This is an optimization exercise on Yosys and OpenROAD, whose aim is small area, a short achievable clock period and few clock cycles, not a production implementation.
RTL that was checked went through simulation tests only; none was proved equivalent to the original.
No activity file was given, so power comes from the tool's default toggle rates.

==> flow/design.v <==
package pts_pkg;
  localparam int NUM_ENTRIES = 64;
  localparam int IDX_W       = $clog2(NUM_ENTRIES);
  localparam int LEVEL_DIV   = 10;
  localparam int LEVEL_RECIP = (1 << 16) / LEVEL_DIV + 1;
  localparam logic [2:0] CMD_WRITE  = 3'd0;
  localparam logic [2:0] CMD_READY  = 3'd1;
  localparam logic [2:0] CMD_RESUME = 3'd2;
  localparam logic [2:0] CMD_STOP   = 3'd3;
  localparam logic [2:0] CMD_SCHED  = 3'd4;
  localparam logic [2:0] ST_READY   = 3'd1;
  localparam logic [2:0] ST_RUNNING = 3'd2;
  localparam logic [2:0] ST_STOPPED = 3'd3;
  localparam logic [1:0] REG_POLICY  = 2'd0;
  localparam logic [1:0] REG_QUANTUM = 2'd1;
  localparam logic [1:0] REG_UPRIO   = 2'd2;
  typedef struct packed {
    logic [2:0]        state;
    logic signed [7:0] prio;
    logic [5:0]        nice;
    logic [15:0]       counter;
  } entry_t;
  typedef struct packed {
    logic load;
    logic fetch;
    logic prep;
    logic scan;
    logic win;
  } ctl_t;
  typedef struct packed {
    logic sched;
    logic scan_last;
  } sts_t;
endpackage
module pts_ctrl (
  input  logic          clk,
  input  logic          rst,
  input  logic          start,
  input  pts_pkg::sts_t sts,
  output pts_pkg::ctl_t ctl,
  output logic          busy
);
  typedef enum logic [5:0] {
    S_IDLE  = 6'b000001,
    S_FETCH = 6'b000010,
    S_PREP  = 6'b000100,
    S_SCAN  = 6'b001000,
    S_DRAIN = 6'b010000,
    S_WIN   = 6'b100000
  } fsm_t;
  fsm_t fsm, fsm_next;
  always_ff @(posedge clk) begin
    if (rst) begin
      fsm <= S_IDLE;
    end else begin
      fsm <= fsm_next;
    end
  end
  always_comb begin
    fsm_next = fsm;
    ctl      = '0;
    unique case (fsm)
      S_IDLE: begin
        if (start) begin
          ctl.load = 1'b1;
          fsm_next = S_FETCH;
        end
      end
      S_FETCH: begin
        ctl.fetch = 1'b1;
        fsm_next  = S_PREP;
      end
      S_PREP: begin
        ctl.prep = 1'b1;
        fsm_next = sts.sched ? S_SCAN : S_IDLE;
      end
      S_SCAN: begin
        ctl.scan = 1'b1;
        if (sts.scan_last) begin
          fsm_next = S_DRAIN;
        end
      end
      S_DRAIN: begin
        fsm_next = S_WIN;
      end
      S_WIN: begin
        ctl.win  = 1'b1;
        fsm_next = S_IDLE;
      end
      default: begin
        fsm_next = S_IDLE;
      end
    endcase
  end
  assign busy = (fsm != S_IDLE);
endmodule
module pts_dp (
  input  logic                clk,
  input  logic                rst,
  input  pts_pkg::ctl_t       ctl,
  output pts_pkg::sts_t       sts,
  input  logic                cfg_we,
  input  logic [1:0]          cfg_idx,
  input  logic [9:0]          cfg_data,
  input  logic [2:0]          cmd,
  input  logic [5:0]          slot,
  input  logic [2:0]          new_state,
  input  logic signed [7:0]   new_priority,
  input  logic [5:0]          new_nice,
  input  logic [15:0]         new_counter,
  output logic                done,
  output logic [5:0]          chosen,
  output logic                switched,
  output logic [5:0]          previous,
  output logic [2:0]          rd_state,
  output logic signed [7:0]   rd_priority,
  output logic [5:0]          rd_nice,
  output logic [15:0]         rd_counter
);
  localparam int IW = pts_pkg::IDX_W;
  function automatic logic signed [8:0] level_of(input logic signed [7:0] p);
    logic [7:0]  a;
    logic [24:0] prod;
    logic [8:0]  q;
    a    = p[7] ? 8'(-p) : 8'(p);
    prod = 25'(a) * 25'(pts_pkg::LEVEL_RECIP);
    q    = 9'(prod >> 16);
    level_of = p[7] ? -$signed(q) : $signed(q);
  endfunction
  function automatic logic beats(input logic [32:0] c, input logic [32:0] n,
                                 input logic [1:0] pol);
    logic signed [7:0]  cp, np;
    logic [5:0]         cnice, nnice;
    logic [15:0]        ccnt, ncnt;
    logic signed [17:0] kc, kn;
    logic signed [8:0]  lc, ln;
    logic signed [16:0] mc, mn;
    cp    = $signed(c[29:22]);
    np    = $signed(n[29:22]);
    cnice = c[21:16];
    nnice = n[21:16];
    ccnt  = c[15:0];
    ncnt  = n[15:0];
    kc = (18'(cp) <<< 3) + (18'(cp) <<< 1) - $signed({2'b0, ccnt});
    kn = (18'(np) <<< 3) + (18'(np) <<< 1) - $signed({2'b0, ncnt});
    lc = level_of(cp);
    ln = level_of(np);
    mc = $signed({11'b0, cnice}) - $signed({1'b0, ccnt});
    mn = $signed({11'b0, nnice}) - $signed({1'b0, ncnt});
    if (pol == 2'd0) begin
      beats = ccnt > ncnt;
    end else if (pol == 2'd1) begin
      beats = (kc != kn) ? (kc < kn) : (cnice <= nnice);
    end else begin
      beats = (lc == ln) ? (mc <= mn) : (lc < ln);
    end
  endfunction
  function automatic logic [32:0] bumped(input logic [32:0] e);
    logic [32:0] r;
    r = e;
    if (e[15:0] != 16'hFFFF) begin
      r[15:0] = e[15:0] + 16'd1;
    end
    bumped = r;
  endfunction
  logic [1:0]        policy;
  logic [9:0]        quantum;
  logic signed [7:0] user_prio;
  always_ff @(posedge clk) begin
    if (rst) begin
      policy    <= 2'd2;
      quantum   <= 10'd50;
      user_prio <= 8'sd40;
    end else if (cfg_we) begin
      unique case (cfg_idx)
        pts_pkg::REG_POLICY:  policy    <= cfg_data[1:0];
        pts_pkg::REG_QUANTUM: quantum   <= cfg_data;
        pts_pkg::REG_UPRIO:   user_prio <= $signed(cfg_data[7:0]);
        default: ;
      endcase
    end
  end
  logic [2:0]      cmd_r;
  logic [5:0]      slot_r;
  pts_pkg::entry_t new_r;
  always_ff @(posedge clk) begin
    if (ctl.load) begin
      cmd_r  <= cmd;
      slot_r <= slot;
      new_r  <= {new_state, new_priority, new_nice, new_counter};
    end
  end
  logic          is_sched, slot_ok;
  logic [IW-1:0] slot_idx;
  assign is_sched = (cmd_r == pts_pkg::CMD_STOP) || (cmd_r == pts_pkg::CMD_SCHED);
  assign slot_ok  = (32'(slot_r) < 32'(pts_pkg::NUM_ENTRIES));
  assign slot_idx = IW'(slot_r);
  logic [IW-1:0]   current, last, idx, pidx, pick_idx;
  logic            pv;
  pts_pkg::entry_t pick;
  assign sts.sched     = is_sched;
  assign sts.scan_last = (idx == IW'(pts_pkg::NUM_ENTRIES - 1));
  logic [32:0]     mem [0:pts_pkg::NUM_ENTRIES-1];
  logic [pts_pkg::NUM_ENTRIES-1:0] vld;
  pts_pkg::entry_t rd_data, rdv;
  logic            rd_vld, rd_en, we;
  logic [IW-1:0]   rd_addr, wa;
  pts_pkg::entry_t wd;
  assign rd_en   = ctl.fetch || ctl.scan;
  assign rd_addr = ctl.scan ? idx : (is_sched ? current : slot_idx);
  assign rdv     = rd_vld ? rd_data : '0;
  always_ff @(posedge clk) begin
    if (rd_en) begin
      rd_data <= mem[rd_addr];
      rd_vld  <= vld[rd_addr];
    end
    if (we) begin
      mem[wa] <= wd;
    end
  end
  always_ff @(posedge clk) begin
    if (rst) begin
      vld <= '0;
    end else if (we) begin
      vld[wa] <= 1'b1;
    end
  end
  pts_pkg::entry_t prep_e;
  logic            prep_we;
  always_comb begin
    prep_e  = rdv;
    prep_we = 1'b0;
    if (is_sched) begin
      if (cmd_r == pts_pkg::CMD_STOP) begin
        prep_e.state = pts_pkg::ST_STOPPED;
      end
      if (prep_e.state == pts_pkg::ST_RUNNING) begin
        prep_e.state   = pts_pkg::ST_READY;
        prep_e.counter = '0;
      end
      prep_we = 1'b1;
    end else if (slot_ok) begin
      unique case (cmd_r)
        pts_pkg::CMD_WRITE: begin
          prep_e  = new_r;
          prep_we = 1'b1;
        end
        pts_pkg::CMD_READY: begin
          prep_e.state   = pts_pkg::ST_READY;
          prep_e.counter = '0;
          prep_we        = 1'b1;
        end
        pts_pkg::CMD_RESUME: begin
          if (rdv.state == pts_pkg::ST_STOPPED) begin
            prep_e.state   = pts_pkg::ST_READY;
            prep_e.counter = '0;
            prep_we        = 1'b1;
          end
        end
        default: ;
      endcase
    end else begin
      prep_e = '0;
    end
  end
  pts_pkg::entry_t win_e;
  logic signed [9:0] sh;
  logic [4:0]        sh_amt;
  logic [25:0]       qv;
  always_comb begin
    sh = 10'(level_of(user_prio)) + 10'sd1;
    if (sh < 10'sd0) begin
      sh_amt = 5'd0;
    end else if (sh > 10'sd16) begin
      sh_amt = 5'd16;
    end else begin
      sh_amt = 5'(sh);
    end
    qv             = 26'(quantum) << sh_amt;
    win_e          = pick;
    win_e.prio     = user_prio;
    win_e.state    = pts_pkg::ST_RUNNING;
    win_e.counter  = policy[1] ? ((|qv[25:16]) ? 16'hFFFF : qv[15:0]) : 16'(quantum);
  end
  logic cand_wins;
  assign cand_wins = beats(rdv, pick, policy);
  always_comb begin
    we = 1'b0;
    wa = slot_idx;
    wd = prep_e;
    if (ctl.prep) begin
      we = prep_we;
      wa = is_sched ? current : slot_idx;
    end else if (ctl.win) begin
      we = 1'b1;
      wa = pick_idx;
      wd = win_e;
    end else if (pv && (pidx != '0) && (rdv.state == pts_pkg::ST_READY)) begin
      we = 1'b1;
      if (cand_wins) begin
        wa = pick_idx;
        wd = bumped(pick);
      end else begin
        wa = pidx;
        wd = bumped(rdv);
      end
    end
  end
  always_ff @(posedge clk) begin
    if (rst) begin
      pv      <= 1'b0;
      current <= '0;
      last    <= '0;
      done    <= 1'b0;
    end else begin
      pv   <= ctl.scan;
      done <= (ctl.prep && !is_sched) || ctl.win;
      if (ctl.prep && is_sched) begin
        last <= current;
      end
      if (ctl.win) begin
        current <= pick_idx;
      end
    end
  end
  always_ff @(posedge clk) begin
    pidx <= idx;
    if (ctl.prep) begin
      idx <= '0;
    end else if (ctl.scan) begin
      idx <= idx + IW'(1);
    end
    if (pv) begin
      if (pidx == '0) begin
        pick     <= rdv;
        pick_idx <= '0;
      end else if ((rdv.state == pts_pkg::ST_READY) && cand_wins) begin
        pick     <= rdv;
        pick_idx <= pidx;
      end
    end
  end
  pts_pkg::entry_t res;
  always_ff @(posedge clk) begin
    if (ctl.prep && !is_sched) begin
      res      <= prep_e;
      switched <= 1'b0;
    end else if (ctl.win) begin
      res      <= win_e;
      switched <= (pick_idx != current);
    end
  end
  assign chosen      = 6'(current);
  assign previous    = 6'(last);
  assign rd_state    = res.state;
  assign rd_priority = res.prio;
  assign rd_nice     = res.nice;
  assign rd_counter  = res.counter;
endmodule
module process_table_scheduler (
  input  logic              clk,
  input  logic              rst,
  input  logic              start,
  output logic              busy,
  input  logic [2:0]        cmd,
  input  logic [5:0]        slot,
  input  logic [2:0]        new_state,
  input  logic signed [7:0] new_priority,
  input  logic [5:0]        new_nice,
  input  logic [15:0]       new_counter,
  input  logic              cfg_we,
  input  logic [1:0]        cfg_idx,
  input  logic [9:0]        cfg_data,
  output logic              done,
  output logic [5:0]        chosen,
  output logic              switched,
  output logic [5:0]        previous,
  output logic [2:0]        rd_state,
  output logic signed [7:0] rd_priority,
  output logic [5:0]        rd_nice,
  output logic [15:0]       rd_counter
);
  pts_pkg::ctl_t ctl;
  pts_pkg::sts_t sts;
  pts_ctrl u_ctrl (
    .clk   (clk),
    .rst   (rst),
    .start (start),
    .sts   (sts),
    .ctl   (ctl),
    .busy  (busy)
  );
  pts_dp u_dp (
    .clk          (clk),
    .rst          (rst),
    .ctl          (ctl),
    .sts          (sts),
    .cfg_we       (cfg_we),
    .cfg_idx      (cfg_idx),
    .cfg_data     (cfg_data),
    .cmd          (cmd),
    .slot         (slot),
    .new_state    (new_state),
    .new_priority (new_priority),
    .new_nice     (new_nice),
    .new_counter  (new_counter),
    .done         (done),
    .chosen       (chosen),
    .switched     (switched),
    .previous     (previous),
    .rd_state     (rd_state),
    .rd_priority  (rd_priority),
    .rd_nice      (rd_nice),
    .rd_counter   (rd_counter)
  );
endmodule
==> flow/config.mk <==
export PLATFORM = sky130hd
export DESIGN_NAME = process_table_scheduler
export DESIGN_NICKNAME = process_table_scheduler
export VERILOG_FILES = /design/flow/design.v
export SDC_FILE = /design/flow/constraint.sdc
export NUM_CORES = 4
export LEC_CHECK = 0
export CAP_MARGIN = 20
export CORE_MARGIN = 2
export CORE_UTILIZATION = 40
export SLEW_MARGIN = 20
==> flow/constraint.sdc <==
create_clock -name core_clock -period 12.5 [get_ports {clk}]
set_input_delay 2.5000 -clock core_clock [delete_from_list [all_inputs] [get_ports {clk}]]
set_output_delay 2.5000 -clock core_clock [all_outputs]
set_load 0.01 [all_outputs]
run.sh (not shown) runs the stock make flow with config.mk's settings and CLKGATE_MAP_FILE= SYNTH_SCRIPT=/design/flow/synth_recipe.tcl, a recipe that flattens the netlist after the stock synthesis.
==> next run, changes <==
--- a/flow/design.v
+++ b/flow/design.v
@@ -64,5 +64,5 @@
         if (start) begin
           ctl.load = 1'b1;
-          fsm_next = S_FETCH;
+          fsm_next = S_PREP;
         end
       end
@@ -200,5 +200,4 @@
   pts_pkg::entry_t pick;
   assign sts.sched     = is_sched;
-  assign sts.scan_last = (idx == IW'(pts_pkg::NUM_ENTRIES - 1));
   logic [32:0]     mem [0:pts_pkg::NUM_ENTRIES-1];
   logic [pts_pkg::NUM_ENTRIES-1:0] vld;
@@ -226,8 +225,30 @@
     end
   end
+  logic [pts_pkg::NUM_ENTRIES-1:0] rdy_mask, above;
+  logic [IW-1:0]                   nxt;
+  logic                            nxt_any;
+  for (genvar j = 0; j < pts_pkg::NUM_ENTRIES; j++) begin : g_rdy
+    assign rdy_mask[j] = vld[j] && (mem[j][32:30] == pts_pkg::ST_READY);
+    assign above[j]    = (IW'(j) > idx) && rdy_mask[j];
+  end
+  always_comb begin
+    nxt     = '0;
+    nxt_any = 1'b0;
+    for (int j = pts_pkg::NUM_ENTRIES - 1; j >= 0; j--) begin
+      if (above[j]) begin
+        nxt     = IW'(j);
+        nxt_any = 1'b1;
+      end
+    end
+  end
+  assign sts.scan_last = !nxt_any;
   pts_pkg::entry_t prep_e;
   logic            prep_we;
+  logic [IW-1:0]   pa;
+  pts_pkg::entry_t rdc;
+  assign pa  = is_sched ? current : slot_idx;
+  assign rdc = vld[pa] ? mem[pa] : '0;
   always_comb begin
-    prep_e  = rdv;
+    prep_e  = rdc;
     prep_we = 1'b0;
     if (is_sched) begin
@@ -252,5 +273,5 @@
         end
         pts_pkg::CMD_RESUME: begin
-          if (rdv.state == pts_pkg::ST_STOPPED) begin
+          if (rdc.state == pts_pkg::ST_STOPPED) begin
             prep_e.state   = pts_pkg::ST_READY;
             prep_e.counter = '0;
@@ -329,5 +350,5 @@
       idx <= '0;
     end else if (ctl.scan) begin
-      idx <= idx + IW'(1);
+      idx <= nxt;
     end
     if (pv) begin
Outcome:
- die area came out higher by 20%
- synthesized area went up by 21%
- power goes up by 2.7%
- register-to-register slack degrades by 0.40 ns
- final area rose by 19%
- non-clock buffer count goes up by 115
- routed wire length goes up by 73%
- setup slack loses 0.40 ns
- count of clock-buffer cells in the layout goes up by 69
- sequential power decreases by about 0.6%
- global-route usage rises by 8.8 points
- via count increases by 70%
- clock power grows by 9.5%
- sequential share of layout area goes down by 9.6 points
Testbench counts after the change, summed over its fixed seeds: cycles 79,034.
Only the layout flow was run in the first run of this note; the RTL was not checked for function there.

static timing again, ports no longer ideal:
In the flow no input, the clock included, has a driving cell. The finished layouts below were timed again as built, in two steps.
Step 1 assumes that a clkbuf_16 drives the clock port and a buf_2 every other input.
Step 2 times the ports against the registers' clock, not the clock port: input delays grow and output delays shrink by t, the midpoint of the rising clock arrivals with the driver on.
Slacks: ideal / step 1 / step 2; pairs: ideal / step 1.
run | t, ns | setup WS [ns] | worst setup path after step 2
the first run | 0.941 | 1.176 / 1.176 / 1.176 | register to register
the second run | 0.959 | 0.774 / 0.774 / 0.774 | register to register
After both steps setup and hold are still met in every run listed.
